What follows belongs to an exercise in optimizing a design on an open flow for small area, a short achievable clock period and few clock cycles per item; a production flow would make more cautious choices.
Function was checked by simulation only, so behaviour that the tests miss may differ from the original.

### flow/flow/run.sh
#!/bin/bash
set -euo pipefail
export BUFFER_PORTS_ARGS="-buffer_cell sky130_fd_sc_hd__buf_1"
export CTS_ARGS="-sink_clustering_enable -repair_clock_nets -dont_use_dummy_load -buf_list sky130_fd_sc_hd__clkbuf_8"
bash standard.sh > standard_flow.log 2>&1
### flow/standard.sh
#!/bin/bash
# synth_recipe.tcl (not shown) runs the flow's synth.tcl, then flattens the netlist and writes it again
# the make line also repeats each setting of config.mk as NAME=value (left out here)
make -C /OpenROAD-flow-scripts/flow DESIGN_CONFIG=/design/flow/config.mk WORK_HOME=/design/flow/orfs CLKGATE_MAP_FILE= SYNTH_SCRIPT=/design/flow/synth_recipe.tcl "${@:-finish}"
### flow/config.mk
export PLATFORM = sky130hd
export DESIGN_NAME = masked_sbox_pipe
export DESIGN_NICKNAME = masked_sbox_pipe
export VERILOG_FILES = /design/flow/design.v
export SDC_FILE = /design/flow/constraint.sdc
export NUM_CORES = 4
export LEC_CHECK = 0
export ABC_CLOCK_PERIOD_IN_PS = 300
export CAP_MARGIN = 20
export CORE_MARGIN = 2
export CORE_UTILIZATION = 40
export SLEW_MARGIN = 20
export SYNTH_HIERARCHICAL = 1
### flow/constraint.sdc
create_clock -name core_clock -period 27.0 [get_ports {clk}]
set_input_delay 5.4000 -clock core_clock [delete_from_list [all_inputs] [get_ports {clk}]]
set_output_delay 5.4000 -clock core_clock [all_outputs]
set_load 0.01 [all_outputs]
### flow/design.v
module masked_sbox_pipe (
  input  logic        clk,
  input  logic        rst,
  input  logic        in_valid,
  output logic        in_ready,
  input  logic        in_encrypt,
  input  logic [31:0] in_a,
  input  logic [31:0] in_m,
  input  logic [31:0] in_n,
  input  logic        flush,
  output logic        out_valid,
  input  logic        out_ready,
  output logic [31:0] out_q,
  output logic [31:0] out_n,
  output logic        mask_err
);
  logic        v, err, e_q, ld, zero;
  logic [31:0] t_d, t_q, n_q;
  logic [3:0] ld_l;
  assign ld = ld_l[0];
  rdy_gate u_rdy (.v(v), .r(out_ready), .f(flush), .y(in_ready));
  always_comb begin
    zero = 1'b0;
    for (int i = 0; i < 4; i++)
      zero = zero | (in_m[8*i +: 8] == 8'h00) | (in_n[8*i +: 8] == 8'h00);
  end
  for (genvar i = 0; i < 4; i++) begin : g_lane
    ld_gate  u_ld  (.v(v), .r(out_ready), .y(ld_l[i]));
    sbox_in  u_in  (.a(in_a[8*i +: 8]), .m(in_m[8*i +: 8]), .e(in_encrypt), .t(t_d[8*i +: 8]));
    sbox_out u_out (.tq(t_q[8*i +: 8]), .eq(e_q), .n(n_q[8*i +: 8]), .y(out_q[8*i +: 8]));
  end
  assign out_valid = v;
  assign out_n     = n_q;
  assign mask_err  = err;
  always_ff @(posedge clk or posedge rst) begin
    if (rst) begin
      v   <= 1'b0;
      err <= 1'b0;
    end else if (flush) begin
      v   <= 1'b0;
      err <= 1'b0;
    end else begin
      if (ld) v <= in_valid;
      if (in_valid & ld & zero) err <= 1'b1;
    end
  end
  always_ff @(posedge clk) begin
    if (ld) e_q <= in_encrypt;
  end
  for (genvar i = 0; i < 4; i++) begin : g_reg
    always_ff @(posedge clk) begin
      if (ld_l[i]) begin
        t_q[8*i +: 8] <= t_d[8*i +: 8];
        n_q[8*i +: 8] <= in_n[8*i +: 8];
      end
    end
  end
endmodule
module ld_gate (input logic v, input logic r, output logic y);
  assign y = ~v | r;
endmodule
module rdy_gate (input logic v, input logic r, input logic f, output logic y);
  assign y = (~v | r) & ~f;
endmodule
module sbox_in (
  input  logic [7:0] a,
  input  logic [7:0] m,
  input  logic e,
  output logic [7:0] t
);
  logic s1, s2, s3, s5, s6, s7, s8, s9, s10, s11, s12, s13, s14, s15, s16, s17, s18, s174, s19, s20, s21, s22, s23, s24, s25, s175, s27;
  c_xnor g0 (.a(a[0]), .b(m[0]), .y(s1));
  c_xor g1 (.a(a[1]), .b(m[1]), .y(s2));
  c_xor g2 (.a(a[2]), .b(m[2]), .y(s3));
  c_xor g3 (.a(a[4]), .b(m[4]), .y(s5));
  c_xor g4 (.a(a[5]), .b(m[5]), .y(s6));
  c_xor g5 (.a(a[6]), .b(m[6]), .y(s7));
  c_xor g6 (.a(a[7]), .b(m[7]), .y(s8));
  c_xor g7 (.a(s5), .b(s7), .y(s9));
  c_xnor g8 (.a(s5), .b(s8), .y(s10));
  c_xnor g9 (.a(s7), .b(s10), .y(s11));
  c_xnor g10 (.a(s1), .b(s2), .y(s12));
  c_xor g11 (.a(s9), .b(s12), .y(s13));
  c_xnor g12 (.a(s6), .b(s13), .y(s14));
  c_xor g13 (.a(s5), .b(s14), .y(s15));
  c_xor g14 (.a(s2), .b(s14), .y(s16));
  c_xnor g15 (.a(s10), .b(s16), .y(s17));
  c_xor g16 (.a(s2), .b(s15), .y(s18));
  c_xor g17 (.a(a[3]), .b(m[3]), .y(s174));
  c_xor g18 (.a(s174), .b(s12), .y(s19));
  c_xor g19 (.a(s10), .b(s19), .y(s20));
  c_xor g20 (.a(s7), .b(s19), .y(s21));
  c_xnor g21 (.a(s3), .b(s21), .y(s22));
  c_xor g22 (.a(s3), .b(s8), .y(s23));
  c_xor g23 (.a(s23), .b(s15), .y(s24));
  c_xor g24 (.a(s6), .b(s23), .y(s25));
  c_xnor g25 (.a(s1), .b(s13), .y(s175));
  c_xor g26 (.a(s21), .b(s175), .y(s27));
  c_muxi g27 (.s(e), .a(s15), .b(s9), .y(t[0]));
  c_muxi g28 (.s(e), .a(s17), .b(s21), .y(t[1]));
  c_muxi g29 (.s(e), .a(s24), .b(s10), .y(t[2]));
  c_muxi g30 (.s(e), .a(s16), .b(s13), .y(t[3]));
  c_muxi g31 (.s(e), .a(s18), .b(s27), .y(t[4]));
  c_muxi g32 (.s(e), .a(s22), .b(s14), .y(t[5]));
  c_muxi g33 (.s(e), .a(s20), .b(s11), .y(t[6]));
  c_muxi g34 (.s(e), .a(s1), .b(s25), .y(t[7]));
endmodule
module sbox_out (
  input  logic [7:0] tq,
  input  logic eq,
  input  logic [7:0] n,
  output logic [7:0] y
);
  logic s42, s43, s46, s47, s48, s49, s50, s51, s52, s53, s55, s56, s58, s59, s60, s61, s63, s65, s66, s67, s68, s70, s176, s177, s178, s79, s179, s180, s181, s182, s81, s169, s183, s184, s171, s185, s186, s187, s188, s173, s83, s84, s85, s86, s87, s88, s89, s90, s91, s93, s94, s189, s95, s96, s97, s98, s100, s102, s103, s104, s106, s190, s108, s191, s110, s192, s111, s112, s113, s115, s116, s193, s117, s118, s119, s121, s123, s124, s126, s194, s128, s195, s129, s196, s130, s197, s131, s198, s199, s132, s133, s134, s135, s136, s137, s138, s139, s140, s141, s142, s143, s144, s145, s146, s147, s148, s150, s153, s155, s157, s159, s162, s165, s167;
  logic [3:0] iv0;
  gf16inv h0 (.a({s173, s81, s171, s79}), .y(iv0));
  assign s83 = iv0[0];
  assign s84 = iv0[1];
  assign s85 = iv0[2];
  assign s86 = iv0[3];
  c_xor g0 (.a(tq[4]), .b(tq[0]), .y(s42));
  c_xor g1 (.a(tq[5]), .b(tq[1]), .y(s43));
  c_xor g2 (.a(tq[6]), .b(tq[4]), .y(s46));
  c_xor g3 (.a(tq[7]), .b(tq[5]), .y(s47));
  c_xor g4 (.a(tq[2]), .b(tq[0]), .y(s48));
  c_xor g5 (.a(tq[3]), .b(tq[1]), .y(s49));
  c_xor g6 (.a(s47), .b(s46), .y(s50));
  c_xor g7 (.a(s49), .b(s48), .y(s51));
  c_nand g8 (.a(s50), .b(s51), .y(s52));
  c_nand g9 (.a(s46), .b(s48), .y(s53));
  c_nand g10 (.a(s47), .b(s49), .y(s55));
  c_xor g11 (.a(s55), .b(s52), .y(s56));
  c_xor g12 (.a(tq[7]), .b(tq[6]), .y(s58));
  c_xor g13 (.a(tq[3]), .b(tq[2]), .y(s59));
  c_nand g14 (.a(s58), .b(s59), .y(s60));
  c_nand g15 (.a(tq[6]), .b(tq[2]), .y(s61));
  c_nand g16 (.a(tq[7]), .b(tq[3]), .y(s63));
  c_xor g17 (.a(tq[5]), .b(tq[4]), .y(s65));
  c_xor g18 (.a(tq[1]), .b(tq[0]), .y(s66));
  c_nand g19 (.a(s65), .b(s66), .y(s67));
  c_nand g20 (.a(tq[4]), .b(tq[0]), .y(s68));
  c_nand g21 (.a(tq[5]), .b(tq[1]), .y(s70));
  c_xnor g22 (.a(s68), .b(s42), .y(s176));
  c_xnor g23 (.a(s43), .b(s67), .y(s177));
  c_xor g24 (.a(s176), .b(s177), .y(s178));
  c_xor g25 (.a(s178), .b(s56), .y(s79));
  c_xor g26 (.a(tq[7]), .b(tq[3]), .y(s179));
  c_xnor g27 (.a(s61), .b(s43), .y(s180));
  c_xnor g28 (.a(s179), .b(s60), .y(s181));
  c_xor g29 (.a(s180), .b(s181), .y(s182));
  c_xor g30 (.a(s182), .b(s56), .y(s81));
  c_xor g31 (.a(s53), .b(s55), .y(s169));
  c_xnor g32 (.a(s70), .b(s43), .y(s183));
  c_xnor g33 (.a(s67), .b(s183), .y(s184));
  c_xor g34 (.a(s169), .b(s184), .y(s171));
  c_xor g35 (.a(tq[6]), .b(tq[2]), .y(s185));
  c_xnor g36 (.a(s63), .b(s42), .y(s186));
  c_xnor g37 (.a(s185), .b(s60), .y(s187));
  c_xor g38 (.a(s186), .b(s169), .y(s188));
  c_xor g39 (.a(s187), .b(s188), .y(s173));
  c_xor g44 (.a(s85), .b(s83), .y(s87));
  c_xor g45 (.a(s86), .b(s84), .y(s88));
  c_xor g46 (.a(s88), .b(s87), .y(s89));
  c_nand g47 (.a(s89), .b(s51), .y(s90));
  c_nand g48 (.a(s87), .b(s48), .y(s91));
  c_nand g49 (.a(s88), .b(s49), .y(s93));
  c_xor g50 (.a(s93), .b(s90), .y(s94));
  c_xor g51 (.a(s91), .b(s90), .y(s189));
  c_xor g52 (.a(s94), .b(s189), .y(s95));
  c_xor g53 (.a(s86), .b(s85), .y(s96));
  c_nand g54 (.a(s96), .b(s59), .y(s97));
  c_nand g55 (.a(s85), .b(tq[2]), .y(s98));
  c_nand g56 (.a(s86), .b(tq[3]), .y(s100));
  c_xor g57 (.a(s84), .b(s83), .y(s102));
  c_nand g58 (.a(s102), .b(s66), .y(s103));
  c_nand g59 (.a(s83), .b(tq[0]), .y(s104));
  c_nand g60 (.a(s84), .b(tq[1]), .y(s106));
  c_xor g61 (.a(s104), .b(s103), .y(s190));
  c_xor g62 (.a(s190), .b(s94), .y(s108));
  c_xor g63 (.a(s98), .b(s97), .y(s191));
  c_xor g64 (.a(s191), .b(s94), .y(s110));
  c_xor g65 (.a(s100), .b(s97), .y(s192));
  c_xor g66 (.a(s192), .b(s95), .y(s111));
  c_nand g67 (.a(s89), .b(s50), .y(s112));
  c_nand g68 (.a(s87), .b(s46), .y(s113));
  c_nand g69 (.a(s88), .b(s47), .y(s115));
  c_xor g70 (.a(s115), .b(s112), .y(s116));
  c_xor g71 (.a(s113), .b(s112), .y(s193));
  c_xor g72 (.a(s116), .b(s193), .y(s117));
  c_nand g73 (.a(s96), .b(s58), .y(s118));
  c_nand g74 (.a(s85), .b(tq[6]), .y(s119));
  c_nand g75 (.a(s86), .b(tq[7]), .y(s121));
  c_nand g76 (.a(s102), .b(s65), .y(s123));
  c_nand g77 (.a(s83), .b(tq[4]), .y(s124));
  c_nand g78 (.a(s84), .b(tq[5]), .y(s126));
  c_xor g79 (.a(s124), .b(s123), .y(s194));
  c_xor g80 (.a(s194), .b(s116), .y(s128));
  c_xor g81 (.a(s126), .b(s123), .y(s195));
  c_xor g82 (.a(s195), .b(s117), .y(s129));
  c_xor g83 (.a(s119), .b(s118), .y(s196));
  c_xor g84 (.a(s196), .b(s116), .y(s130));
  c_xor g85 (.a(s121), .b(s118), .y(s197));
  c_xor g86 (.a(s197), .b(s117), .y(s131));
  c_xor g87 (.a(s106), .b(s103), .y(s198));
  c_xor g88 (.a(s198), .b(s95), .y(s199));
  c_xnor g89 (.a(s131), .b(s199), .y(s132));
  c_xnor g90 (.a(s130), .b(s110), .y(s133));
  c_xnor g91 (.a(s128), .b(s133), .y(s134));
  c_xor g92 (.a(s128), .b(s110), .y(s135));
  c_xor g93 (.a(s128), .b(s108), .y(s136));
  c_xnor g94 (.a(s129), .b(s136), .y(s137));
  c_xnor g95 (.a(s130), .b(s137), .y(s138));
  c_xor g96 (.a(s108), .b(s131), .y(s139));
  c_xnor g97 (.a(s129), .b(s139), .y(s140));
  c_xnor g98 (.a(s128), .b(s137), .y(s141));
  c_xor g99 (.a(s111), .b(s135), .y(s142));
  c_xnor g100 (.a(s132), .b(s142), .y(s143));
  c_xnor g101 (.a(s142), .b(s140), .y(s144));
  c_xor g102 (.a(s130), .b(s143), .y(s145));
  c_xor g103 (.a(s108), .b(s134), .y(s146));
  c_xnor g104 (.a(s140), .b(s146), .y(s147));
  c_xnor g105 (.a(s132), .b(s146), .y(s148));
  c_muxi g106 (.s(eq), .a(s140), .b(s111), .y(s150));
  c_xnor g107 (.a(n[0]), .b(s150), .y(y[0]));
  c_muxi g108 (.s(eq), .a(s137), .b(s136), .y(s153));
  c_xnor g109 (.a(n[1]), .b(s153), .y(y[1]));
  c_muxi g110 (.s(eq), .a(s143), .b(s138), .y(s155));
  c_xnor g111 (.a(n[2]), .b(s155), .y(y[2]));
  c_muxi g112 (.s(eq), .a(s147), .b(s144), .y(s157));
  c_xnor g113 (.a(n[3]), .b(s157), .y(y[3]));
  c_muxi g114 (.s(eq), .a(s134), .b(s139), .y(s159));
  c_xnor g115 (.a(n[4]), .b(s159), .y(y[4]));
  c_muxi g116 (.s(eq), .a(s132), .b(s145), .y(s162));
  c_xnor g117 (.a(n[5]), .b(s162), .y(y[5]));
  c_muxi g118 (.s(eq), .a(s133), .b(s148), .y(s165));
  c_xnor g119 (.a(n[6]), .b(s165), .y(y[6]));
  c_muxi g120 (.s(eq), .a(s135), .b(s141), .y(s167));
  c_xnor g121 (.a(n[7]), .b(s167), .y(y[7]));
endmodule
module gf16inv (input logic [3:0] a, output logic [3:0] y);
  logic [3:0] r;
  always_comb begin
    case (a)
      4'd0: r = 4'd0;
      4'd1: r = 4'd4;
      4'd2: r = 4'd12;
      4'd3: r = 4'd8;
      4'd4: r = 4'd1;
      4'd5: r = 4'd10;
      4'd6: r = 4'd14;
      4'd7: r = 4'd13;
      4'd8: r = 4'd3;
      4'd9: r = 4'd11;
      4'd10: r = 4'd5;
      4'd11: r = 4'd9;
      4'd12: r = 4'd2;
      4'd13: r = 4'd7;
      4'd14: r = 4'd6;
      4'd15: r = 4'd15;
      default: r = 4'd0;
    endcase
  end
  assign y[0] = r[0];
  assign y[1] = r[1];
  assign y[2] = r[2];
  assign y[3] = r[3];
endmodule
module c_muxi (input logic s, input logic a, input logic b, output logic y);
  assign y = ~(s ? a : b);
endmodule
module c_nand (input logic a, input logic b, output logic y);
  assign y = ~(a & b);
endmodule
module c_xnor (input logic a, input logic b, output logic y);
  assign y = ~(a ^ b);
endmodule
module c_xor (input logic a, input logic b, output logic y);
  assign y = a ^ b;
endmodule
==> flow_summary.yaml, run 1 <==
run_status:
  status: "timing/DRC/antenna clean"
route:
  drt_iter0_drc: 222
  via_per_inst: 4.80
  final_antenna_net_count: 0
  firstDrtPassIters: 4
  wl_um: 17100
  route.detailed.drc: 0
  post_drt_wl_per_cell_um: 14.3
  dr_total_vias: 5737
place:
  place_ws_ns: 15.69
  place_area_um2: 8530
  dp_hpwl_um: 14300
  gp_congestion: 0.815
  io_buffers: 168
setup_path:
  crit_end: "out_q[13]"
  crit_chain: "xor2_1 > xor2_1 > nand2_1 > xor2_1 > xor2_1 > inv_1 > ha_1 > nor2_1 > o22ai_1 > xor2_1 > xor2_1 > nand2_1 > xor2_1 > xor2_1 > xor2_1 > xor2_1 > xnor2_1 > xor2_1 > mux2i_1 > xnor2_1 > buf_1"
  cp_max_fo: 6
  crit_slowest_cell: "edfxtp_1"
  slowest_delay_ns: 0.50
  start_kind: "register"
  rrSetupSlack_ns: 25.49
  cp-startpoint: "t_q[15]$_DFFE_PP_"
  r2r_end: "t_q[19]$_DFFE_PP_"
  worstPathRequired_ns: 21.60
  r2r_start: "v$_DFFE_PP0P_"
  worst-setup-path-type: "register to output port"
  crit_path_end_kind: "output port"
  cp_common_cell: "xor2_1"
  cp_data_arrival_time_ns: 5.99
  r2r_cells: 1
floorplan:
  initial_utilization: 0.408
  rows: 50
  core-area_um2: 18600
  die_w_um: 142
  ioPinCount: 169
  die_area_um2: 20100
  die_y_um: 142
timing:
  finClkSkew_ns: 0.0147
  min_period_ns: 11.39
  relSlewSlack: 0.330
  drv_slew: 0
  max_slew.worst_pin.slew_ns: 1.01
  fin_ws_ns: 15.61
  setup_violations: 0
  fmax_ghz: 0.0878
  hold_viol: 0
  fin_crit_sh: 0.422
  setup-tns-final_ns: 0
  rsz0062_at_grt: "no"
logic_synthesis:
  synth.yosys.seq_area_share: 0.263
  synth_top_area_cell: "xor2_1"
  synthFlopType: "edfxtp_1"
  syn_inst: 783
  yosysWarnings: 8
  synth_area_leaders: "xor2_1 35%, edfxtp_1 26%, xnor2_1 16%"
  syn_nets: 893
  yosysMostFrequentCell: "xor2_1"
  synth_area_um2: 7600
  netlist.area_leader.share: 0.346
  synth_edf_count: 65
  synth_common_cells: "300 x xor2_1, 140 x xnor2_1, 117 x nand2_1, 65 x edfxtp_1, 64 x mux2i_1"
  ys_types: 22
  ys_ff_latch: 67
  ys_async_sr_fraction: 0.0299
  syn_area_per_cell_um2: 9.70
flow_run:
  maxCapViolCount: 0
global_routing:
  grtUsageTotal: 0.172
  grt_pass1_wl_um: 27000
  overflow: 0
  antenna_found_initial: 0
  grt_pass1_vias: 5506
  grt_max_degree: 34
cts:
  hold_buffers: 0
  cts-htree-levels: 3
  clk_pin_slew_ns: 0.08
  clk_root_buffer_cell: "clkbuf_8"
  clk_path_buf_depth: 2
  cts_tree: "yes"
  worstSkewPairLatency_ns: 0.36
  cts_resized: 0
  cts_setup_buffers: 0
  clock-sinks: 67
  cts_made_buffers: 9
finish:
  finish.instance_area_um2: 8660
  nFillCells: 1842
  drive_above_1_share: 0.0260
  nNetsFinal: 1073
  syn_to_final_growth_pct: 13.9
  diodes: 0
hold_path:
  min_path_type: "register to register"
[placed cells by master (no fill, tap or decap)]
cell type | synthesis | layout
nand2_1 | 117 | 117
nand2b_1 | 13 | 12
edfxtp_1 | 65 | 65
buf_4 | 0 | 1
inv_1 | 19 | 19
nand2b_2 | 0 | 1
o21ai_1 | 1 | 1
mux2i_1 | 64 | 64
buf_2 | 0 | 1
nor4_1 | 16 | 16
xor2_1 | 300 | 300
nor2_1 | 5 | 5
a21oi_2 | 1 | 1
ha_1 | 8 | 8
dfrtp_1 | 2 | 2
xnor2_1 | 140 | 140
nand3b_1 | 4 | 4
o21ai_0 | 1 | 1
clkbuf_8 | 0 | 9
a21oi_1 | 5 | 5
o22ai_1 | 4 | 4
mux4_2 | 4 | 4
o221ai_1 | 4 | 4
nand4_1 | 2 | 2
inv_2 | 4 | 4
a22o_2 | 4 | 4
buf_1 | 0 | 167
[layer usage]
metal	track usage	part of all wire	up-vias
met4	0.0495	0.011	0
met2	0.298	0.48	177
li1	-	-	2922
met5	0	0	-
met3	0.0263	0.050	11
met1	0.221	0.46	2627
[modules after synthesis (local to each module, per instance), a selection]
module | copies in the design | cells | area, µm²
c_muxi | 64 | 1 | 10.0
c_nand | 108 | 1 | 3.75
c_xnor | 140 | 1 | 8.76
c_xor | 300 | 1 | 8.76
gf16inv | 4 | 16 | 120
ld_gate | 4 | 1 | 6.26
masked_sbox_pipe | 1 | 101 | 2180
rdy_gate | 1 | 2 | 12.5
[metrics by stage]
stage / hold slack [ns] / instances / utilization
2_1_floorplan: 0.560 / 783 / -
3_3_place_gp: 0.573 / 1186 / 0.458
3_5_place_dp: 0.583 / 1186 / 0.458
4_1_cts: 0.598 / 1195 / 0.464
5_1_grt: 0.627 / 1195 / 0.464
6_report: 0.589 / 1195 / 0.464
[flip-flops by register name (all words and copies together) (netlist names)]
| name | flops |
|---|---|
| err | 1 |
| e_q | 1 |
| n_q | 32 |
| v | 1 |
| t_q | 32 |
[worst min path at each step]
stage | from | endpoint | slack, ns | depth (start not counted)
4_1_cts | err$_DFFE_PP0P_ | err$_DFFE_PP0P_ | 0.60 | 2
6_report | err$_DFFE_PP0P_ | err$_DFFE_PP0P_ | 0.59 | 2
5_1_grt | err$_DFFE_PP0P_ | err$_DFFE_PP0P_ | 0.63 | 2
3_3_place_gp | err$_DFFE_PP0P_ | err$_DFFE_PP0P_ | 0.57 | 2
2_1_floorplan | err$_DFFE_PP0P_ | err$_DFFE_PP0P_ | 0.56 | 2
3_5_place_dp | err$_DFFE_PP0P_ | err$_DFFE_PP0P_ | 0.58 | 2
[cells by family (layout without fill, tap and decap cells)]
| family | Yosys count | count (layout) | share of synthesized area |
|---|---|---|---|
| AND/OR/NAND/NOR | 157 | 157 | 0.0897 |
| adder cells (fa/ha/maj) | 8 | 8 | 0.0132 |
| buffers and inverters | 23 | 201 | 0.0114 |
| XOR/XNOR | 440 | 440 | 0.507 |
| flip-flops | 67 | 67 | 0.263 |
| AO/OA/AOI/OAI | 20 | 20 | 0.0189 |
| multiplexers | 68 | 68 | 0.0962 |
[area by class of cell]
cell class / instances / area (µm²) / area share
inverter: 23 / 86.3 / 0.00997
timing repair buffer: 169 / 639 / 0.0739
sequential: 67 / 2000 / 0.231
clock buffer: 9 / 124 / 0.0143
tap: 234 / 293 / 0.0338
multi-input combinational: 693 / 5510 / 0.637
[critical path, delay by kind of cell, from the launching register on]
kind / cells / cell delay (ns)
AOI/OAI and AO/OA: 1 / 0.44
xor gates and xnor gates: 13 / 3.58
adders and majority gates: 1 / 0.31
buffers and inverters: 2 / 0.26
DFF: 1 / 0.50
muxes: 1 / 0.25
and+or+nand+nor: 3 / 0.29
Testbench counts, summed over its fixed seeds: cycles 4,104, items 4,096.
==> run 2: changes to the inputs <==
--- a/flow/config.mk
+++ b/flow/config.mk
@@ -6,5 +6,5 @@
 export NUM_CORES = 4
 export LEC_CHECK = 0
-export ABC_CLOCK_PERIOD_IN_PS = 300
+export ABC_CLOCK_PERIOD_IN_PS = 700
 export CAP_MARGIN = 20
 export CORE_MARGIN = 2
==> flow_summary.yaml, run 2 <==
timing:
  drv_slew: 0
  hold_viol: 0
  relSlewSlack: 0.330
  fin_crit_sh: 0.422
  rsz0062_at_grt: "no"
  finClkSkew_ns: 0.0147
  min_period_ns: 11.39
  setup-tns-final_ns: 0
  fmax_ghz: 0.0878
  setup_violations: 0
  max_slew.worst_pin.slew_ns: 1.01
hold_path:
  holdPathStages: 2
  min_path_type: "register to register"
  hold_end: "err$_DFFE_PP0P_"
  hp-start: "err$_DFFE_PP0P_"
route:
  wl_um: 17100
  final_antenna_net_count: 0
  firstDrtPassIters: 4
  route.detailed.drc: 0
  via_per_inst: 4.80
  dr_total_vias: 5737
  post_drt_wl_per_cell_um: 14.3
  drt_iter0_drc: 222
logic_synthesis:
  synth_edf_count: 65
  yosysMostFrequentCell: "xor2_1"
  netlist.area_leader.share: 0.346
  yosysWarnings: 8
  syn_area_per_cell_um2: 9.70
  ys_ff_latch: 67
  syn_nets: 893
  synthFlopType: "edfxtp_1"
  synth_area_leaders: "xor2_1 35%, edfxtp_1 26%, xnor2_1 16%"
  syn_inst: 783
  synth_area_um2: 7600
  synth.yosys.seq_area_share: 0.263
  synth_top_area_cell: "xor2_1"
  ys_async_sr_fraction: 0.0299
  ys_types: 22
  synth_common_cells: "300 x xor2_1, 140 x xnor2_1, 117 x nand2_1, 65 x edfxtp_1, 64 x mux2i_1"
cts:
  hold_buffers: 0
  clock-sinks: 67
  cts_setup_buffers: 0
  worstSkewPairLatency_ns: 0.36
  cts_tree: "yes"
  cts_resized: 0
  cts_made_buffers: 9
  clk_path_buf_depth: 2
  clk_root_buffer_cell: "clkbuf_8"
  clk_pin_slew_ns: 0.08
  cts-htree-levels: 3
setup_path:
  cp_data_arrival_time_ns: 5.99
  rrSetupSlack_ns: 25.49
  r2r_end: "t_q[19]$_DFFE_PP_"
  worst-setup-path-type: "register to output port"
  start_kind: "register"
  r2r_start: "v$_DFFE_PP0P_"
  cp_max_fo: 6
  crit_path_end_kind: "output port"
  r2r_cells: 1
  worstPathRequired_ns: 21.60
global_routing:
  grt_pass1_vias: 5506
  grt_pass1_wl_um: 27000
  overflow: 0
  grtUsageTotal: 0.172
  antenna_found_initial: 0
  grt_max_degree: 34
floorplan:
  ioPinCount: 169
  die_y_um: 142
  die_w_um: 142
  initial_utilization: 0.408
  core-area_um2: 18600
  rows: 50
  die_area_um2: 20100
place:
  gp_congestion: 0.815
  io_buffers: 168
  dp_hpwl_um: 14300
finish:
  top_regs: "n_q: 32 flops, t_q: 32 flops"
  nNetsFinal: 1073
  diodes: 0
  drive_above_1_share: 0.0260
  final_common_cell: "xor2_1"
  final_cell_mix: "300 x xor2_1, 167 x buf_1, 140 x xnor2_1"
  syn_to_final_growth_pct: 13.9
  final_core_util: 0.464
  nFillCells: 1842
run_status:
  status: "timing/DRC/antenna clean"
flow_run:
  maxCapViolCount: 0
run 2: cell counts after synthesis:
Identical to the previous run, type by type.
run 2: cell families after synthesis:
| logic type | share of synthesized area |
|---|---|
| buf+inv | 0.0114 |
| flops | 0.263 |
| xor+xnor | 0.507 |
| mux | 0.0962 |
| simple gates | 0.0897 |
| fa+ha+maj | 0.0132 |
| compound gates | 0.0189 |
run 2: layout make-up:
class                   instances  area [µm²]  area share
well taps                     234         293      0.0338
clock buffers                   9         124      0.0143
inverters                      23        86.3     0.00997
flip-flops and latches         67        2000       0.231
repair buffers                169         639      0.0739
multi-input cells             693        5510       0.637
run 2: routing by layer:
metal | global-route usage | routed length (µm) | vias up
li1 | - | - | 2922
met1 | 0.221 | 7860 | 2627
met2 | 0.298 | 8210 | 177
met3 | 0.0263 | 861 | 11
met4 | 0.0495 | 195 | 0
met5 | 0 | 0 | -
run 2: Yosys stat by module (local to each module, per instance), excerpt:
module            flops+latches  cells inside
c_muxi                        0             1
c_nand                        0             1
c_xnor                        0             1
c_xor                         0             1
gf16inv                       0            16
ld_gate                       0             1
masked_sbox_pipe             67           101
rdy_gate                      0             2
run 2: worst max-delay path by stage:
stage                            from        end  slack, ns  cells after the start
floorplan                   out_ready   in_ready      16.02                      2
global placement            out_ready   in_ready      15.69                      4
detailed placement          out_ready   in_ready      15.69                      4
CTS                 t_q[13]$_DFFE_PP_  out_q[13]      15.64                     21
global route         t_q[8]$_DFFE_PP_  out_q[13]      15.06                     21
finish              t_q[15]$_DFFE_PP_  out_q[13]      15.61                     21
run 2: metrics by stage:
stage	hold WS, ns	setup slack, ns	instances	cell area (µm²)
finish	0.589	15.61	1195	8660
global route	0.627	15.06	1195	8660
floorplan	0.560	16.02	783	7600
CTS	0.598	15.64	1195	8650
detailed placement	0.583	15.69	1186	8530
global placement	0.573	15.69	1186	8530
run 2: worst max-delay path, stage by stage (launching register included):
cell and delay, ns:
edfxtp_1 0.50, xor2_1 0.31, xor2_1 0.23, nand2_1 0.10, xor2_1 0.26, xor2_1 0.40, inv_1 0.09, ha_1 0.31
nor2_1 0.06, o22ai_1 0.44, xor2_1 0.30, xor2_1 0.21, nand2_1 0.13, xor2_1 0.37, xor2_1 0.46, xor2_1 0.25
xor2_1 0.29, xnor2_1 0.15, xor2_1 0.18, mux2i_1 0.25, xnor2_1 0.17, buf_1 0.17
==> run 3: changes to the inputs <==
--- a/flow/config.mk
+++ b/flow/config.mk
@@ -6,5 +6,5 @@
 export NUM_CORES = 4
 export LEC_CHECK = 0
-export ABC_CLOCK_PERIOD_IN_PS = 700
+export ABC_CLOCK_PERIOD_IN_PS = 27000
 export CAP_MARGIN = 20
 export CORE_MARGIN = 2
==> flow_summary.yaml, run 3 <==
timing:
  drv_slew: 0
  setup-tns-final_ns: 0
  finClkSkew_ns: 0.0147
  min_period_ns: 11.39
  timing.hold.ws_ns: 0.589
  fin_crit_sh: 0.422
  fmax_ghz: 0.0878
  relSlewSlack: 0.330
  rsz0062_at_grt: "no"
  setup_violations: 0
  fin_ws_ns: 15.61
  max_slew.worst_pin.slew_ns: 1.01
  hold_viol: 0
logic_synthesis:
  synth_edf_count: 65
  synth.yosys.seq_area_share: 0.263
  synth_area_um2: 7600
  yosys.area_share.adder: 0.0132
  yosysWarnings: 8
  synthXorXnorAreaFrac: 0.507
  yosys.area_share.simple: 0.0897
  synth_top_area_cell: "xor2_1"
  syn_nets: 893
  yosysMostFrequentCell: "xor2_1"
  ys_async_sr_fraction: 0.0299
  syn_area_per_cell_um2: 9.70
  ys_ff_latch: 67
  synth_common_cells: "300 x xor2_1, 140 x xnor2_1, 117 x nand2_1, 65 x edfxtp_1, 64 x mux2i_1"
  netlist.area_leader.share: 0.346
  synthFlopType: "edfxtp_1"
  ys_types: 22
  synth_compound_area_frac: 0.0189
  synth_top_family_by_area: "XOR/XNOR gates"
  syn_inst: 783
  synth_area_leaders: "xor2_1 35%, edfxtp_1 26%, xnor2_1 16%"
  muxShareOfSynthArea: 0.0962
run_status:
  status: "timing/DRC/antenna clean"
cts:
  clock-sinks: 67
  worstSkewPairLatency_ns: 0.36
  hold_buffers: 0
  cts-htree-levels: 3
  clk_pin_slew_ns: 0.08
  cts_tree: "yes"
  cts_setup_buffers: 0
  clk_root_buffer_cell: "clkbuf_8"
  clk_path_buf_depth: 2
  cts_resized: 0
  cts_made_buffers: 9
setup_path:
  start_kind: "register"
  crit_slowest_cell: "edfxtp_1"
  critPathTopFamily: "XOR/XNOR gates"
  path_buf_inv: 2
  crit_path_end_kind: "output port"
  cp_max_fo: 6
  worstPathRequired_ns: 21.60
  slowest_delay_ns: 0.50
  cp_data_arrival_time_ns: 5.99
  cp_common_cell: "xor2_1"
  worst-setup-path-type: "register to output port"
  crit_chain: "xor2_1 > xor2_1 > nand2_1 > xor2_1 > xor2_1 > inv_1 > ha_1 > nor2_1 > o22ai_1 > xor2_1 > xor2_1 > nand2_1 > xor2_1 > xor2_1 > xor2_1 > xor2_1 > xnor2_1 > xor2_1 > mux2i_1 > xnor2_1 > buf_1"
flow_run:
  maxCapViolCount: 0
place:
  gp_congestion: 0.815
  place_ws_ns: 15.69
  dp_hpwl_um: 14300
  io_buffers: 168
  place_area_um2: 8530
hold_path:
  min_path_type: "register to register"
route:
  post_drt_wl_per_cell_um: 14.3
  wl_um: 17100
  firstDrtPassIters: 4
  drt_iter0_drc: 222
  final_antenna_net_count: 0
  via_per_inst: 4.80
  dr_total_vias: 5737
  route.detailed.drc: 0
global_routing:
  overflow: 0
  grt_pass1_vias: 5506
  grt_max_degree: 34
  grt_pass1_wl_um: 27000
  antenna_found_initial: 0
  grtUsageTotal: 0.172
finish:
  nNetsFinal: 1073
  drive_above_1_share: 0.0260
  syn_to_final_growth_pct: 13.9
  top_regs: "n_q: 32 flops, t_q: 32 flops"
  final_common_cell: "xor2_1"
  final_cell_mix: "300 x xor2_1, 167 x buf_1, 140 x xnor2_1"
  multi_input_comb_area_um2: 5510
  regArea_um2: 2000
  diodes: 0
  finish.instance_area_um2: 8660
  nFillCells: 1842
floorplan:
  rows: 50
  ioPinCount: 169
  die_y_um: 142
  initial_utilization: 0.408
  die_area_um2: 20100
  core-area_um2: 18600
  die_w_um: 142
run 3: cell counts in the layout (fill, tap and decap cells not counted):
No cell type changed its count.
run 3: path summary, 6_finish.rpt:
path                              startpoint                 to  slack [ns]  cells past startpoint
max reg2reg                    v$_DFFE_PP0P_  t_q[19]$_DFFE_PP_       25.49                      1
min                          err$_DFFE_PP0P_    err$_DFFE_PP0P_        0.59                      2
min in group asynchronous                rst    err$_DFFE_PP0P_        4.85                      2
min reg2reg                  err$_DFFE_PP0P_    err$_DFFE_PP0P_        0.59                      2
max                        t_q[15]$_DFFE_PP_          out_q[13]       15.61                     21
max in group asynchronous                rst      v$_DFFE_PP0P_       22.03                      2
run 3: logic make-up after synthesis:
kind of cell / count (synthesis)
AO/OA/AOI/OAI: 20
AND/OR/NAND/NOR: 157
XOR/XNOR: 440
buffers and inverters: 23
multiplexers: 68
flip-flops: 67
adder cells (fa/ha/maj): 8
run 3: routing by layer:
| layer | GRT usage | share of wire | up-vias |
|---|---|---|---|
| met4 | 0.0495 | 0.011 | 0 |
| met1 | 0.221 | 0.46 | 2627 |
| met5 | 0 | 0 | - |
| li1 | - | - | 2922 |
| met3 | 0.0263 | 0.050 | 11 |
| met2 | 0.298 | 0.48 | 177 |
run 3: Yosys stat by module (local to each module, per instance), excerpt:
module	cells inside	flops+latches	area, µm²	copies in the design
gf16inv	16	0	120	4
c_xnor	1	0	8.76	140
rdy_gate	2	0	12.5	1
ld_gate	1	0	6.26	4
c_nand	1	0	3.75	108
c_muxi	1	0	10.0	64
masked_sbox_pipe	101	67	2180	1
c_xor	1	0	8.76	300
run 3: layout make-up:
type / instances / share of cell area
multi-input combinational: 693 / 0.637
sequential: 67 / 0.231
timing repair buffer: 169 / 0.0739
tap: 234 / 0.0338
clock buffer: 9 / 0.0143
inverter: 23 / 0.00997
run 3: metrics by stage:
stage,utilization,std cells
after floorplan,-,783
after global placement,0.458,1186
after detailed placement,0.458,1186
after CTS,0.464,1195
after global routing,0.464,1195
final,0.464,1195
==> run 4: changes to the inputs <==
==> flow/flow/run.sh (replaced) <==
#!/bin/bash
set -euo pipefail
export BUFFER_PORTS_ARGS="-buffer_cell sky130_fd_sc_hd__buf_1"
export CTS_ARGS="-sink_clustering_enable -repair_clock_nets -dont_use_dummy_load -buf_list sky130_fd_sc_hd__clkbuf_8 -root_buf sky130_fd_sc_hd__clkbuf_16"
bash standard.sh > standard_flow.log 2>&1
==> flow_summary.yaml, run 4 <==
logic_synthesis:
  yosys.area_share.simple: 0.0897
  muxShareOfSynthArea: 0.0962
  syn_area_per_cell_um2: 9.70
  synth.yosys.seq_area_share: 0.263
  synth_area_leaders: "xor2_1 35%, edfxtp_1 26%, xnor2_1 16%"
  synth_top_family_by_area: "XOR/XNOR gates"
  synth_common_cells: "300 x xor2_1, 140 x xnor2_1, 117 x nand2_1, 65 x edfxtp_1, 64 x mux2i_1"
  yosysWarnings: 8
  ys_ff_latch: 67
  synth_area_um2: 7600
  synth_compound_area_frac: 0.0189
  netlist.area_leader.share: 0.346
  synth_edf_count: 65
  yosys.area_share.adder: 0.0132
  syn_inst: 783
  yosysMostFrequentCell: "xor2_1"
  synth_top_area_cell: "xor2_1"
  ys_types: 22
  synthFlopType: "edfxtp_1"
  synthXorXnorAreaFrac: 0.507
  ys_async_sr_fraction: 0.0299
  syn_nets: 893
cts:
  cts-htree-levels: 3
  clk_root_buffer_cell: "clkbuf_16"
  clk_pin_slew_ns: 0.06
  worstSkewPairLatency_ns: 0.34
  cts_setup_buffers: 0
  cts_resized: 0
  clock-sinks: 67
  hold_buffers: 0
  clk_path_buf_depth: 2
  cts_tree: "yes"
  cts_made_buffers: 9
timing:
  setup-tns-final_ns: 0
  drv_slew: 0
  fin_ws_ns: 15.66
  finClkSkew_ns: 0.0120
  min_period_ns: 11.34
  hold_viol: 0
  setup_violations: 0
  max_slew.worst_pin.slew_ns: 0.999
  fmax_ghz: 0.0882
  fin_crit_sh: 0.420
  relSlewSlack: 0.334
  rsz0062_at_grt: "no"
finish:
  drive_above_1_share: 0.0260
  final_common_cell: "xor2_1"
  syn_to_final_growth_pct: 15.3
  nNetsFinal: 1073
  final_cell_mix: "300 x xor2_1, 167 x buf_1, 140 x xnor2_1"
  top_regs: "n_q: 32 flops, t_q: 32 flops"
  nFillCells: 1826
  diodes: 0
setup_path:
  worstPathRequired_ns: 21.60
  cp_data_arrival_time_ns: 5.94
  cp_max_fo: 6
  crit_path_end_kind: "output port"
  start_kind: "register"
  worst-setup-path-type: "register to output port"
route:
  via_per_inst: 4.78
  wl_um: 17100
  dr_total_vias: 5712
  final_antenna_net_count: 0
  route.detailed.drc: 0
  drt_iter0_drc: 232
  post_drt_wl_per_cell_um: 14.3
  firstDrtPassIters: 4
place:
  dp_hpwl_um: 14300
  gp_congestion: 0.815
  place_ws_ns: 15.69
  io_buffers: 168
floorplan:
  core-area_um2: 18600
  ioPinCount: 169
  die_y_um: 142
  rows: 50
  die_w_um: 142
  initial_utilization: 0.408
  die_area_um2: 20100
global_routing:
  antenna_found_initial: 0
  grt_pass1_vias: 5506
  grtUsageTotal: 0.172
  overflow: 0
  grt_max_degree: 34
  grt_pass1_wl_um: 27100
run_status:
  status: "timing/DRC/antenna clean"
hold_path:
  min_path_type: "register to register"
flow_run:
  maxCapViolCount: 0
run 4: layer usage:
| metal | GRT usage | share of wire |
|---|---|---|
| met5 | 0 | 0 |
| met4 | 0.0495 | 0.011 |
| met3 | 0.0273 | 0.050 |
| met2 | 0.298 | 0.48 |
| met1 | 0.221 | 0.46 |
run 4: final timing paths:
kind                                         from  slack [ns]                end  cells after the start
worst max-delay path            t_q[11]$_DFFE_PP_       15.66          out_q[13]                     21
worst min register to register    err$_DFFE_PP0P_        0.59    err$_DFFE_PP0P_                      2
min in group asynchronous                     rst        4.88    err$_DFFE_PP0P_                      2
worst min-delay path              err$_DFFE_PP0P_        0.59    err$_DFFE_PP0P_                      2
max in group asynchronous                     rst       22.00      v$_DFFE_PP0P_                      2
worst max register to register      v$_DFFE_PP0P_       25.51  t_q[19]$_DFFE_PP_                      1
run 4: area by class of cell:
| class | instances | area [µm²] | area share |
|---|---|---|---|
| inverter | 23 | 86.3 | 0.00986 |
| timing repair buffer | 169 | 639 | 0.0730 |
| multi-input combinational | 693 | 5510 | 0.629 |
| tap | 234 | 293 | 0.0334 |
| sequential | 67 | 2000 | 0.229 |
| clock buffer | 9 | 225 | 0.0257 |
run 4: kinds of logic after synthesis:
| logic type | Yosys count |
|---|---|
| adder cells (fa/ha/maj) | 8 |
| multiplexers | 68 |
| AND/OR/NAND/NOR | 157 |
| XOR/XNOR | 440 |
| buffers and inverters | 23 |
| flip-flops | 67 |
| AO/OA/AOI/OAI | 20 |
run 4: through the flow:
stage	std cells	hold WS (ns)	utilization	area (µm²)
after global placement	1186	0.573	0.458	8530
after detailed placement	1186	0.583	0.458	8530
after CTS	1195	0.595	0.470	8760
final	1195	0.587	0.470	8760
after global routing	1195	0.624	0.470	8760
after floorplan	783	0.560	-	7600
run 4: modules after synthesis, one instance, submodules excluded, a selection:
module            copies in the design  cells  flops+latches  area (µm²)
c_nand                             108      1              0        3.75
rdy_gate                             1      2              0        12.5
ld_gate                              4      1              0        6.26
gf16inv                              4     16              0         120
c_xor                              300      1              0        8.76
masked_sbox_pipe                     1    101             67        2180
c_muxi                              64      1              0        10.0
c_xnor                             140      1              0        8.76
run 4: worst max-delay path: stages (launching register included):
cell	delay, ns
edfxtp_1	0.50
xor2_1	0.31
xor2_1	0.23
nand2_1	0.09
xor2_1	0.26
xor2_1	0.40
inv_1	0.09
ha_1	0.31
nor2_1	0.06
o22ai_1	0.44
xor2_1	0.30
xor2_1	0.21
nand2_1	0.13
xor2_1	0.36
xor2_1	0.45
xor2_1	0.25
xor2_1	0.29
xnor2_1	0.15
xor2_1	0.17
mux2i_1	0.25
xnor2_1	0.17
buf_1	0.17
==> run 5: changes to the inputs <==
==> flow/flow/run.sh (replaced) <==
#!/bin/bash
set -euo pipefail
export BUFFER_PORTS_ARGS="-buffer_cell sky130_fd_sc_hd__buf_1"
export CTS_ARGS="-sink_clustering_enable -repair_clock_nets -dont_use_dummy_load -buf_list sky130_fd_sc_hd__clkbuf_4 -root_buf sky130_fd_sc_hd__clkbuf_8"
bash standard.sh > standard_flow.log 2>&1
==> flow_summary.yaml, run 5 <==
logic_synthesis:
  ys_types: 22
  syn_nets: 893
  syn_inst: 783
  synth_area_um2: 7600
  netlist.area_leader.share: 0.346
  yosysMostFrequentCell: "xor2_1"
  synth_edf_count: 65
  ys_ff_latch: 67
  synth.yosys.seq_area_share: 0.263
  synthFlopType: "edfxtp_1"
  ys_async_sr_fraction: 0.0299
  synth_top_area_cell: "xor2_1"
  syn_area_per_cell_um2: 9.70
  yosysWarnings: 8
  synth_area_leaders: "xor2_1 35%, edfxtp_1 26%, xnor2_1 16%"
  synth_common_cells: "300 x xor2_1, 140 x xnor2_1, 117 x nand2_1, 65 x edfxtp_1, 64 x mux2i_1"
timing:
  max_slew.worst_pin.slew_ns: 1.01
  setup_violations: 0
  hold_viol: 0
  setup-tns-final_ns: 0
  finClkSkew_ns: 0.0147
  fin_crit_sh: 0.422
  min_period_ns: 11.39
  fmax_ghz: 0.0878
  timing.hold.ws_ns: 0.589
  rsz0062_at_grt: "no"
  relSlewSlack: 0.330
  drv_slew: 0
finish:
  nNetsFinal: 1073
  nFillCells: 1842
  regArea_um2: 2000
  diodes: 0
  final_cell_mix: "300 x xor2_1, 167 x buf_1, 140 x xnor2_1"
  final_common_cell: "xor2_1"
  top_regs: "n_q: 32 flops, t_q: 32 flops"
  syn_to_final_growth_pct: 13.9
  finish.instance_area_um2: 8660
  drive_above_1_share: 0.0260
  multi_input_comb_area_um2: 5510
cts:
  clock-sinks: 67
  cts_resized: 0
  worstSkewPairLatency_ns: 0.36
  hold_buffers: 0
  cts-htree-levels: 3
  clk_path_buf_depth: 2
  cts_tree: "yes"
  clk_root_buffer_cell: "clkbuf_8"
  cts_setup_buffers: 0
  clk_pin_slew_ns: 0.08
  cts_made_buffers: 9
setup_path:
  worstPathRequired_ns: 21.60
  cp_max_fo: 6
  r2r_end: "t_q[19]$_DFFE_PP_"
  critPathTopFamily: "XOR/XNOR gates"
  worst-setup-path-type: "register to output port"
  crit_chain: "xor2_1 > xor2_1 > nand2_1 > xor2_1 > xor2_1 > inv_1 > ha_1 > nor2_1 > o22ai_1 > xor2_1 > xor2_1 > nand2_1 > xor2_1 > xor2_1 > xor2_1 > xor2_1 > xnor2_1 > xor2_1 > mux2i_1 > xnor2_1 > buf_1"
  cp_data_arrival_time_ns: 5.99
  r2r_start: "v$_DFFE_PP0P_"
  path_buf_inv: 2
  start_kind: "register"
  slowest_delay_ns: 0.50
  r2r_cells: 1
  crit_slowest_cell: "edfxtp_1"
  crit_path_end_kind: "output port"
  cp_common_cell: "xor2_1"
  crit_end: "out_q[13]"
  crit_cells: 21
  rrSetupSlack_ns: 25.49
  cp-startpoint: "t_q[15]$_DFFE_PP_"
run_status:
  status: "timing/DRC/antenna clean"
place:
  dp_hpwl_um: 14300
  io_buffers: 168
  gp_congestion: 0.815
  place_area_um2: 8530
floorplan:
  ioPinCount: 169
  die_y_um: 142
  rows: 50
  die_w_um: 142
  die_area_um2: 20100
  core-area_um2: 18600
  initial_utilization: 0.408
global_routing:
  grtUsageTotal: 0.172
  grt_pass1_wl_um: 27000
  overflow: 0
  grt_pass1_vias: 5506
  antenna_found_initial: 0
  grt_max_degree: 34
route:
  route.detailed.drc: 0
  wl_um: 17100
  via_per_inst: 4.80
  drt_iter0_drc: 222
  post_drt_wl_per_cell_um: 14.3
  firstDrtPassIters: 4
  final_antenna_net_count: 0
  dr_total_vias: 5737
flow_run:
  maxCapViolCount: 0
hold_path:
  min_path_type: "register to register"
  hp-start: "err$_DFFE_PP0P_"
==> run 5: cell counts after synthesis <==
No cell type changed its count.
==> run 5: layer usage <==
layer	up-vias	share of wire	track usage
met1	2627	0.46	0.221
met2	177	0.48	0.298
li1	2922	-	-
met3	11	0.050	0.0263
met4	0	0.011	0.0495
met5	-	0	0
==> run 5: worst min-delay path by stage <==
stage | depth (start not counted) | end | slack, ns
3_3_place_gp | 2 | err$_DFFE_PP0P_ | 0.57
3_5_place_dp | 2 | err$_DFFE_PP0P_ | 0.58
5_1_grt | 2 | err$_DFFE_PP0P_ | 0.63
2_1_floorplan | 2 | err$_DFFE_PP0P_ | 0.56
6_report | 2 | err$_DFFE_PP0P_ | 0.59
4_1_cts | 2 | err$_DFFE_PP0P_ | 0.60
==> run 5: kinds of logic (layout without fill, tap and decap cells) <==
| family | after synthesis | count (layout) | synth area share |
|---|---|---|---|
| compound gates | 20 | 20 | 0.0189 |
| xor+xnor | 440 | 440 | 0.507 |
| fa+ha+maj | 8 | 8 | 0.0132 |
| buf+inv | 23 | 201 | 0.0114 |
| flops | 67 | 67 | 0.263 |
| mux | 68 | 68 | 0.0962 |
| simple gates | 157 | 157 | 0.0897 |
==> run 5: final cells by class <==
type	instances	area share
tap	234	0.0338
clock buffer	9	0.0143
multi-input combinational	693	0.637
sequential	67	0.231
inverter	23	0.00997
timing repair buffer	169	0.0739
==> run 5: modules after synthesis (local to each module, per instance), excerpt <==
module            cells inside  cell area (µm²)  times used
gf16inv                     16              120           4
ld_gate                      1             6.26           4
c_muxi                       1             10.0          64
rdy_gate                     2             12.5           1
c_xor                        1             8.76         300
masked_sbox_pipe           101             2180           1
c_nand                       1             3.75         108
c_xnor                       1             8.76         140
==> run 5: through the flow <==
stage	util	setup WS [ns]	instances
3_5_place_dp	0.458	15.69	1186
3_3_place_gp	0.458	15.69	1186
5_1_grt	0.464	15.06	1195
2_1_floorplan	-	16.02	783
4_1_cts	0.464	15.64	1195
6_report	0.464	15.61	1195

## static timing again, ports no longer ideal
The results above use ideal ports. As a check the final layouts listed here were re-extracted and re-timed, cells and wires unchanged.
Step 1: set_driving_cell puts a clkbuf_16 on clk and a buf_2 on each other input, an assumption about the parent block.
Step 2 times the ports against the registers' clock, not the clock port: input delays grow and output delays shrink by t, the midpoint of the rising clock arrivals with the driver on.
a / b / c = ideal ports / drivers / drivers and shift; a / b = the first two.
| run | t, ns | slack for setup (ns) | worst register clock-pin slew, ns | pins driven straight from the clock port |
|---|---|---|---|---|
| run 1 | 0.394 | 15.606 / 15.572 / 15.673 | 0.08 / 0.08 | 1 |
| run 2 | 0.394 | 15.606 / 15.572 / 15.673 | 0.08 / 0.08 | 1 |
| run 3 | 0.394 | 15.606 / 15.572 / 15.673 | 0.08 / 0.08 | 1 |
| run 4 | 0.374 | 15.659 / 15.619 / 15.670 | 0.06 / 0.06 | 1 |
| run 5 | 0.394 | 15.606 / 15.572 / 15.673 | 0.08 / 0.08 | 1 |
After both steps every run listed still meets setup and hold.
